What follows belongs to an exercise in optimizing a design on an open flow for small area, a short achievable clock period and few clock cycles; a production flow would make more cautious choices.
The RTL was checked by simulation tests, not by an equivalence proof against the original design.

## alpha
==> flow/design.v (excerpt) <==
module ascii_integer_parser (
	input  logic                     clk,
	input  logic                     arst_n,
	input  logic                     item_valid,
	output logic                     item_stall,
	input  logic [8:0]               item,
	output logic                     result_valid,
	input  logic                     result_stall,
	output logic [79:0]              result,
	input  logic                     cfg_we,
	input  logic                     cfg_index,
	input  logic [4:0]               cfg_data
);
clock: 9.0 ns
lec_check: 0
abc_clock_period_in_ps: 4000
cap_margin: 20
core_margin: 2
core_utilization: 65
cts_buf_list: sky130_fd_sc_hd__clkbuf_4 sky130_fd_sc_hd__clkbuf_8
setup_slack_margin: 4.5
slew_margin: 20
standard.sh (not shown) runs the stock make flow with config.mk's settings and CLKGATE_MAP_FILE= SYNTH_SCRIPT=/design/flow/synth_recipe.tcl, a recipe that flattens the netlist after the stock synthesis.
==> flow/flow/run.sh <==
#!/bin/bash
# The standard layout, with plain buf_1 cells as the port buffers instead of the
# delay buffers buffer_ports picks by default.
set -euo pipefail
bash standard.sh "BUFFER_PORTS_ARGS=-buffer_cell sky130_fd_sc_hd__buf_1" finish > make_finish.log 2>&1
Testbench counts of alpha, summed over its fixed seeds: cycles 48,268.
[inputs] beta vs alpha
# alpha
export LEC_CHECK = 0
export ABC_CLOCK_PERIOD_IN_PS = 4000
export CAP_MARGIN = 20
export CORE_MARGIN = 2
export CORE_UTILIZATION = 65
export CTS_BUF_LIST = sky130_fd_sc_hd__clkbuf_4 sky130_fd_sc_hd__clkbuf_8
export SETUP_SLACK_MARGIN = 4.5
export SLEW_MARGIN = 20
create_clock -name core_clock -period 9.0 [get_ports {clk}]
# beta
export LEC_CHECK = 0
export CAP_MARGIN = 20
export CORE_MARGIN = 2
export CORE_UTILIZATION = 55
export CTS_BUF_LIST = sky130_fd_sc_hd__clkbuf_8
export CTS_CLUSTER_DIAMETER = 50
export CTS_CLUSTER_SIZE = 20
export PLACE_DENSITY = 0.75
export SETUP_SLACK_MARGIN = 4.5
export SLEW_MARGIN = 20
create_clock -name core_clock -period 9.0 [get_ports {clk}]
==> notes.md <==
On via count, beta does better than alpha. Placer's final routability congestion estimate (beta vs. alpha) decreases by a few percent. Cmp beta and alpha / fraction of area in non-clock buffers / higher: alpha. Relative to alpha, worst hold slack has increased by 0.014 ns in beta. Clock-pin slew on the worst setup and hold paths essentially unchanged between beta and alpha. beta ended with more cell count than alpha. Taking alpha as the reference, in beta cell area after layout down about 1.6%; setup slack up 0.019 ns.
> inputs changed (beta -> gamma)
# beta
export LEC_CHECK = 0
export CAP_MARGIN = 20
export CORE_MARGIN = 2
export CORE_UTILIZATION = 55
export CTS_BUF_LIST = sky130_fd_sc_hd__clkbuf_8
export CTS_CLUSTER_DIAMETER = 50
export CTS_CLUSTER_SIZE = 20
export PLACE_DENSITY = 0.75
export SETUP_SLACK_MARGIN = 4.5
export SLEW_MARGIN = 20
create_clock -name core_clock -period 9.0 [get_ports {clk}]
# gamma
export LEC_CHECK = 0
export ABC_CLOCK_PERIOD_IN_PS = 4000
export CAP_MARGIN = 20
export CORE_MARGIN = 2
export CORE_UTILIZATION = 40
export SETUP_SLACK_MARGIN = 4.5
export SLEW_MARGIN = 20
create_clock -name core_clock -period 9.0 [get_ports {clk}]
==> notes.md <==
- Of beta and gamma, the run reporting the higher total core area was gamma.
- The final wirelength in gamma sits 0.74% above the value recorded for beta.
- gamma vs beta: iteration-0 DRC count of the detailed router down in gamma
Edits applied to the flow inputs when going from gamma to delta:
# gamma
export LEC_CHECK = 0
export ABC_CLOCK_PERIOD_IN_PS = 4000
export CAP_MARGIN = 20
export CORE_MARGIN = 2
export CORE_UTILIZATION = 40
export SETUP_SLACK_MARGIN = 4.5
export SLEW_MARGIN = 20
create_clock -name core_clock -period 9.0 [get_ports {clk}]
# delta
export LEC_CHECK = 0
export CAP_MARGIN = 20
export CORE_MARGIN = 2
export CORE_UTILIZATION = 55
export CTS_BUF_LIST = sky130_fd_sc_hd__clkbuf_8
export CTS_CLUSTER_DIAMETER = 50
export CTS_CLUSTER_SIZE = 20
export SETUP_SLACK_MARGIN = 4.6
export SLEW_MARGIN = 20
create_clock -name core_clock -period 9.0 [get_ports {clk}]
## What came out
delta: PASS, flow complete, no timing, DRC or antenna violations
Re post-synthesis instance area: no difference whatsoever between gamma and delta.
delta vs. gamma: total stage count of the critical path rose by 11; global-route wire length before repair fell by 1.0%.
gamma vs delta, type of the worst setup path: in2out vs reg2reg
Edits applied to the flow inputs when going from delta to epsilon:
# delta
export LEC_CHECK = 0
export CAP_MARGIN = 20
export CORE_MARGIN = 2
export CORE_UTILIZATION = 55
export CTS_BUF_LIST = sky130_fd_sc_hd__clkbuf_8
export CTS_CLUSTER_DIAMETER = 50
export CTS_CLUSTER_SIZE = 20
export SETUP_SLACK_MARGIN = 4.6
export SLEW_MARGIN = 20
create_clock -name core_clock -period 9.0 [get_ports {clk}]
# epsilon
export LEC_CHECK = 0
export CAP_MARGIN = 20
export CORE_MARGIN = 2
export CORE_UTILIZATION = 50
export SETUP_SLACK_MARGIN = 4.6
export SLEW_MARGIN = 20
create_clock -name core_clock -period 9.0 [get_ports {clk}]
Findings:
For the minimum setup slack among reg-to-reg paths, epsilon came in 0.04 ns lower than delta did. NOTE number of cells after detailed placement delta->epsilon increased slightly.

job 6215:
ascii_integer_parser again, from the RTL that the note above started with.
==> flow/config.mk <==
export PLATFORM = sky130hd
export DESIGN_NAME = ascii_integer_parser
export DESIGN_NICKNAME = ascii_integer_parser
export VERILOG_FILES = /design/flow/design.v
export SDC_FILE = /design/flow/constraint.sdc
export NUM_CORES = 4
export LEC_CHECK = 0
export CAP_MARGIN = 20
export CORE_MARGIN = 2
export CORE_UTILIZATION = 55
export CTS_BUF_LIST = sky130_fd_sc_hd__clkbuf_8
export CTS_CLUSTER_DIAMETER = 50
export CTS_CLUSTER_SIZE = 20
export SETUP_SLACK_MARGIN = 4.35
export SLEW_MARGIN = 20
==> flow/constraint.sdc <==
create_clock -name core_clock -period 9.0 [get_ports {clk}]
set_input_delay 1.8000 -clock core_clock [delete_from_list [all_inputs] [get_ports {clk}]]
set_output_delay 1.8000 -clock core_clock [all_outputs]
set_load 0.01 [all_outputs]
Scripts as last shown in full above: flow/flow/run.sh
Job 6215 finished all stages; the layout is clean.
Testbench counts of job 6215, summed over its fixed seeds: cycles 48,268.
Edits applied to the flow inputs when going from job 6215 to job 3537:
Settings: swapping 4.35 for 4.5 in SETUP_SLACK_MARGIN.
- Job 3537 finished all stages; the layout is clean.
- Wire length: job 3537 > job 6215
- Summary of job 3537 over job 6215: critical path depth now sits lower; final area increased 1.5%.
- Number of ordinary and repair buffers in the finished layout, job 6215 and job 3537: larger value in job 3537
For job 8267, these inputs were changed with respect to job 3537:
Settings: a change of CORE_UTILIZATION from 55 to 40.
Results
Cell count of the worst reg-to-reg path for job 8267: 1 up relative to job 3537. On latest clock arrival within the worst-skew pair, job 8267 tracks job 3537 almost exactly. Diff job 3537..job 8267 | setup slack on the worst flop-to-flop path | negligible. Relative to job 3537, job 8267 degrades final area.
The following lists how job 9045 was set up differently from job 8267:
Settings: CORE_UTILIZATION changed from 40 to 65.
Results
Job 9045 closes out successfully: all stages finished, all timing, DRC and antenna checks passed. Relative to job 8267, global-route track usage on met3 has gone up in job 9045. Job 8267 → job 9045: routed wire length shows no meaningful change, final design area excluding fillers now sits higher, global-route wire length before repair lost about 3.6%, proportion of final cell area spent on non-clock buffers saw an increase.
Input changes introduced in job 515 (baseline for comparison: job 9045):
Settings: CORE_UTILIZATION changed from 65 to 50.
==> comparison <==
- Looking at count of TritonRoute iterations in the first routing pass, job 515 sits below job 9045.
- Of job 515 and job 9045, it is job 515 that has the lower number of gates on the worst path with buffers counted.
- In the tables for job 515 and job 9045, part of the cycle the worst path needs reads lower with job 515.
- Result: PASS for each of job 515 and job 9045
## Diff of input files: job 4961 against job 515
Settings: CORE_UTILIZATION changed from 50 to 40; CTS_BUF_LIST removed (was sky130_fd_sc_hd__clkbuf_8); CTS_CLUSTER_SIZE removed (was 20); SETUP_SLACK_MARGIN changed from 4.5 to 4.7; CTS_CLUSTER_DIAMETER removed (was 50).
--- outcome ---
Between job 4961 and job 515, it is job 4961 whose effective utilization at floorplan is lower, by 11 points.
Taking job 4961 over job 515, the area of the die ratio works out to 1.2.
Relative to job 515, detailed-route wire length on metal 1 has increased by about 6% in job 4961.
Of the two candidates, job 515 has the worse slack of the worst reg-to-reg path and job 4961 the better one.
The higher critical path arrival came out of job 515.

Another version of the RTL of ascii_integer_parser (not shown whole).
Size in the first run: about 1200 cells after synthesis, about 120 flip-flops, about 100 I/O pins, ~12000 µm² of cells after synthesis.
make LEC_CHECK=0 ABC_CLOCK_PERIOD_IN_PS=3500 CAP_MARGIN=20 CORE_MARGIN=2 CORE_UTILIZATION=40 SETUP_SLACK_MARGIN=5 SLEW_MARGIN=20 finish   # period 9.0 ns
run.sh (not shown) runs the stock make flow with config.mk's settings and CLKGATE_MAP_FILE= SYNTH_SCRIPT=/design/flow/synth_recipe.tcl, a recipe that flattens the netlist after the stock synthesis.
Stock flow here: none of the scripts above is used.
Testbench counts at the start, summed over its fixed seeds: cycles 48,268.
Edit:
ABC_CLOCK_PERIOD_IN_PS = 4000   (was 3500)
SETUP_SLACK_MARGIN = 4.5   (was 5)
The changed run produced a clean layout.
Utilization goes down by 4.7 points.
Final area went down by a little under a tenth.
Setup slack gets worse by 0.27 ns.
Routed wire length went down by a little under a tenth.
Synthesized cell count does not change.
Register-to-register slack got worse by 0.15 ns.
Synthesized area does not change.
Edit:
ABC_AREA = 1   (was default)
ABC_CLOCK_PERIOD_IN_PS = default   (was 4000)
After rerunning: Synthesized area rose by 11%. Cell count rose by about 33%. Worst setup slack is better by 0.0042 ns. Routed wire length rose by about 6%. Non-clock buffer count fell by 11.
Edit:
==> flow/flow/run.sh (new file) <==
#!/bin/bash
# The standard layout, with plain buf_1 cells as the port buffers instead of the
# delay buffers buffer_ports picks by default.
set -euo pipefail
bash standard.sh "BUFFER_PORTS_ARGS=-buffer_cell sky130_fd_sc_hd__buf_1" finish > make_finish.log 2>&1
==> flow/standard.sh (new file) <==
#!/bin/bash
# synth_recipe.tcl (not shown) runs the flow's synth.tcl, then flattens the netlist and writes it again
# the make line also repeats each setting of config.mk as NAME=value (left out here)
make -C /OpenROAD-flow-scripts/flow DESIGN_CONFIG=/design/flow/config.mk WORK_HOME=/design/flow/orfs CLKGATE_MAP_FILE= SYNTH_SCRIPT=/design/flow/synth_recipe.tcl "${@:-finish}"
ABC_AREA = default   (was 1)
ABC_CLOCK_PERIOD_IN_PS = 4000   (was default)
removed: flow/run.sh
After rerunning: Non-clock buffer count is higher by 16; sequential cell count stays the same; register-to-register slack is worse by 0.02 ns; maximum frequency is higher by 2.1%; final cell count is lower by 25%; routed wire length is lower by 2.2%; die area is lower by 9.3%; core utilization stays flat.

== v8 ==
Starting RTL as in the previous note.
Settings: LEC_CHECK=0, CAP_MARGIN=20, CORE_MARGIN=2, CORE_UTILIZATION=40, SLEW_MARGIN=20; clock period 9.0 ns.
Stock flow here: none of the scripts above is used.
v8 reached the final stage; the timing, DRC and antenna checks on its layout passed.
Testbench counts of v8, summed over its fixed seeds: cycles 48,268.
--- input diff v8..v14 ---
Settings: putting CTS_BUF_LIST at sky130_fd_sc_hd__clkbuf_4 sky130_fd_sc_hd__clkbuf_8 where nothing was set; putting ABC_CLOCK_PERIOD_IN_PS at 4000 where nothing was set; putting SETUP_SLACK_MARGIN at 4.5 where nothing was set; swapping 40 for 65 in CORE_UTILIZATION.
[summary]
v8 → v14: count of unresolved DRC violations after routing flat; final cell count down 157; post-cts gate resize count up 13. v14 went all the way through the flow, and no timing, DRC or antenna check failed. v8 completed end to end with timing, DRC and antenna clean.

## the baseline
ascii_integer_parser with an RTL version that a note above also has.
For scale: ~120 flip-flops.
==> flow/config.mk <==
export PLATFORM = sky130hd
export DESIGN_NAME = ascii_integer_parser
export DESIGN_NICKNAME = ascii_integer_parser
export VERILOG_FILES = /design/flow/design.v
export SDC_FILE = /design/flow/constraint.sdc
export NUM_CORES = 4
export LEC_CHECK = 0
export CAP_MARGIN = 20
export CORE_MARGIN = 2
export CORE_UTILIZATION = 55
export CTS_BUF_LIST = sky130_fd_sc_hd__clkbuf_8
export CTS_CLUSTER_DIAMETER = 50
export CTS_CLUSTER_SIZE = 20
export GPL_TIMING_DRIVEN = 0
export SETUP_SLACK_MARGIN = 4.5
export SLEW_MARGIN = 20
==> flow/constraint.sdc <==
create_clock -name core_clock -period 9.0 [get_ports {clk}]
set_input_delay 1.8000 -clock core_clock [delete_from_list [all_inputs] [get_ports {clk}]]
set_output_delay 1.8000 -clock core_clock [all_outputs]
set_load 0.01 [all_outputs]
standard.sh (not shown) runs the stock make flow with config.mk's settings and CLKGATE_MAP_FILE= SYNTH_SCRIPT=/design/flow/synth_recipe.tcl, a recipe that flattens the netlist after the stock synthesis.
==> flow/flow/run.sh <==
#!/bin/bash
# The standard layout, with plain buf_1 cells as the port buffers instead of the
# delay buffers buffer_ports picks by default.
set -euo pipefail
bash standard.sh "BUFFER_PORTS_ARGS=-buffer_cell sky130_fd_sc_hd__buf_1" finish > make_finish.log 2>&1
Per the final summary, the baseline finished and its layout is clean on timing, DRC and antenna.
Testbench counts of the baseline, summed over its fixed seeds: cycles 48,268.
--- input diff the baseline..the candidate ---
==> flow/config.mk <==
export PLATFORM = sky130hd
export DESIGN_NAME = ascii_integer_parser
export DESIGN_NICKNAME = ascii_integer_parser
export VERILOG_FILES = /design/flow/design.v
export SDC_FILE = /design/flow/constraint.sdc
export NUM_CORES = 4
export LEC_CHECK = 0
export CAP_MARGIN = 20
export CORE_MARGIN = 2
export CORE_UTILIZATION = 40
export CTS_BUF_LIST = sky130_fd_sc_hd__clkbuf_8
export CTS_CLUSTER_DIAMETER = 70
export CTS_CLUSTER_SIZE = 28
export SETUP_SLACK_MARGIN = 4.5
export SLEW_MARGIN = 20
==> notes.md <==
Count of multi-input combinational gates across the candidate and the baseline: no real change.
Between the baseline and the candidate, the stage delay of the slowest cell on the critical path does not differ in any meaningful way.
Relative to the baseline, global-route wire length before repair has decreased by 3.8% in the candidate.
The candidate vs. the baseline: total placed cells including tap cells rose about 4%; final wirelength saw a decrease; area of placed instances lost about 0.3%.

Another version of the RTL of ascii_integer_parser (not shown whole).
Size: about 100 I/O pins.
Settings: LEC_CHECK=0, CAP_MARGIN=20, CORE_MARGIN=2, CORE_UTILIZATION=55, CTS_BUF_LIST=sky130_fd_sc_hd__clkbuf_8, CTS_CLUSTER_DIAMETER=50, CTS_CLUSTER_SIZE=20, SETUP_SLACK_MARGIN=4.7, SLEW_MARGIN=20; clock period 9.0 ns.
Scripts as last shown in full above: flow/flow/run.sh
Testbench counts at the start, summed over its fixed seeds: cycles 48,268.
Change:
SETUP_SLACK_MARGIN = 4.8   (was 4.7)
=> Setup slack gains 61 ps; count of clock-buffer cells in the layout is unchanged; synthesized area stays the same; utilization climbs by 2.7 points.
Change:
SETUP_SLACK_MARGIN = 4.6   (was 4.8)
What happened: The new run completed without violations. Synthesized area is unchanged. Worst setup slack gets worse by 61 ps.
Change:
SETUP_SLACK_MARGIN = 4.5   (was 4.6)
After rerunning: Routed wire length shrinks by 4.2%; die area does not change; non-clock buffer count went down by 14; global-route usage drops by 0.12 points; setup slack gets worse by 98 ps.

[static timing again, ports no longer ideal]
No port has a modelled driver above. Below, the same layouts with a new extraction and two added sets of constraints. Step 1 assumes that a clkbuf_16 drives the clock port and a buf_2 every other input. Step 2, shift: input delay + t, output delay - t, t = (earliest + latest rising clock arrival at the registers) / 2. This alone moves slack from input paths to output paths. Three values: ideal, step 1, step 2; two values: the first two.
run | t (ns) | setup WS [ns] | worst slew at a driven data input, ns
alpha | 0.481 | 4.585 / 4.585 / 4.363 | 0.03
beta | 0.508 | 4.604 / 4.604 / 4.369 | 0.03
gamma | 0.477 | 4.621 / 4.574 / 4.400 | 0.05
delta | 0.490 | 4.720 / 4.719 / 4.367 | 0.03
epsilon | 0.465 | 4.684 / 4.659 / 4.537 | 0.05
job 6215 | 0.476 | 4.587 / 4.587 / 4.260 | 0.03
job 3537 | 0.477 | 4.673 / 4.673 / 4.383 | 0.03
job 8267 | 0.493 | 4.622 / 4.580 / 4.407 | 0.04
job 9045 | 0.488 | 4.559 / 4.559 / 4.371 | 0.03
job 515 | 0.487 | 4.692 / 4.692 / 4.273 | 0.05
job 4961 | 0.474 | 4.761 / 4.758 / 4.481 | 0.05
the first run of note 3 | 0.466 | 4.882 / 4.882 / 4.688 | 0.03
the second run of note 3 | 0.468 | 4.612 / 4.584 / 4.293 | 0.03
the third run of note 3 | 0.488 | 4.616 / 4.593 / 4.544 | 0.03
the fourth run of note 3 | 0.465 | 4.705 / 4.701 / 4.426 | 0.04
v8 | 0.469 | 3.712 / 3.712 / 3.712 | 0.03
v14 | 0.495 | 4.591 / 4.600 / 4.118 | 0.03
the baseline | 0.490 | 4.597 / 4.576 / 4.323 | 0.03
the candidate | 0.493 | 4.622 / 4.580 / 4.407 | 0.04
the first run of note 6 | 0.497 | 4.774 / 4.753 / 4.415 | 0.03
the second run of note 6 | 0.506 | 4.836 / 4.836 / 4.655 | 0.03
the third run of note 6 | 0.491 | 4.774 / 4.753 / 4.429 | 0.03
the fourth run of note 6 | 0.492 | 4.677 / 4.677 / 4.416 | 0.03
After both steps every run listed still meets setup and hold. For v14, which loses most, drivers alone change the setup slack by +0.009 ns; drivers and shift together by -0.473 ns.
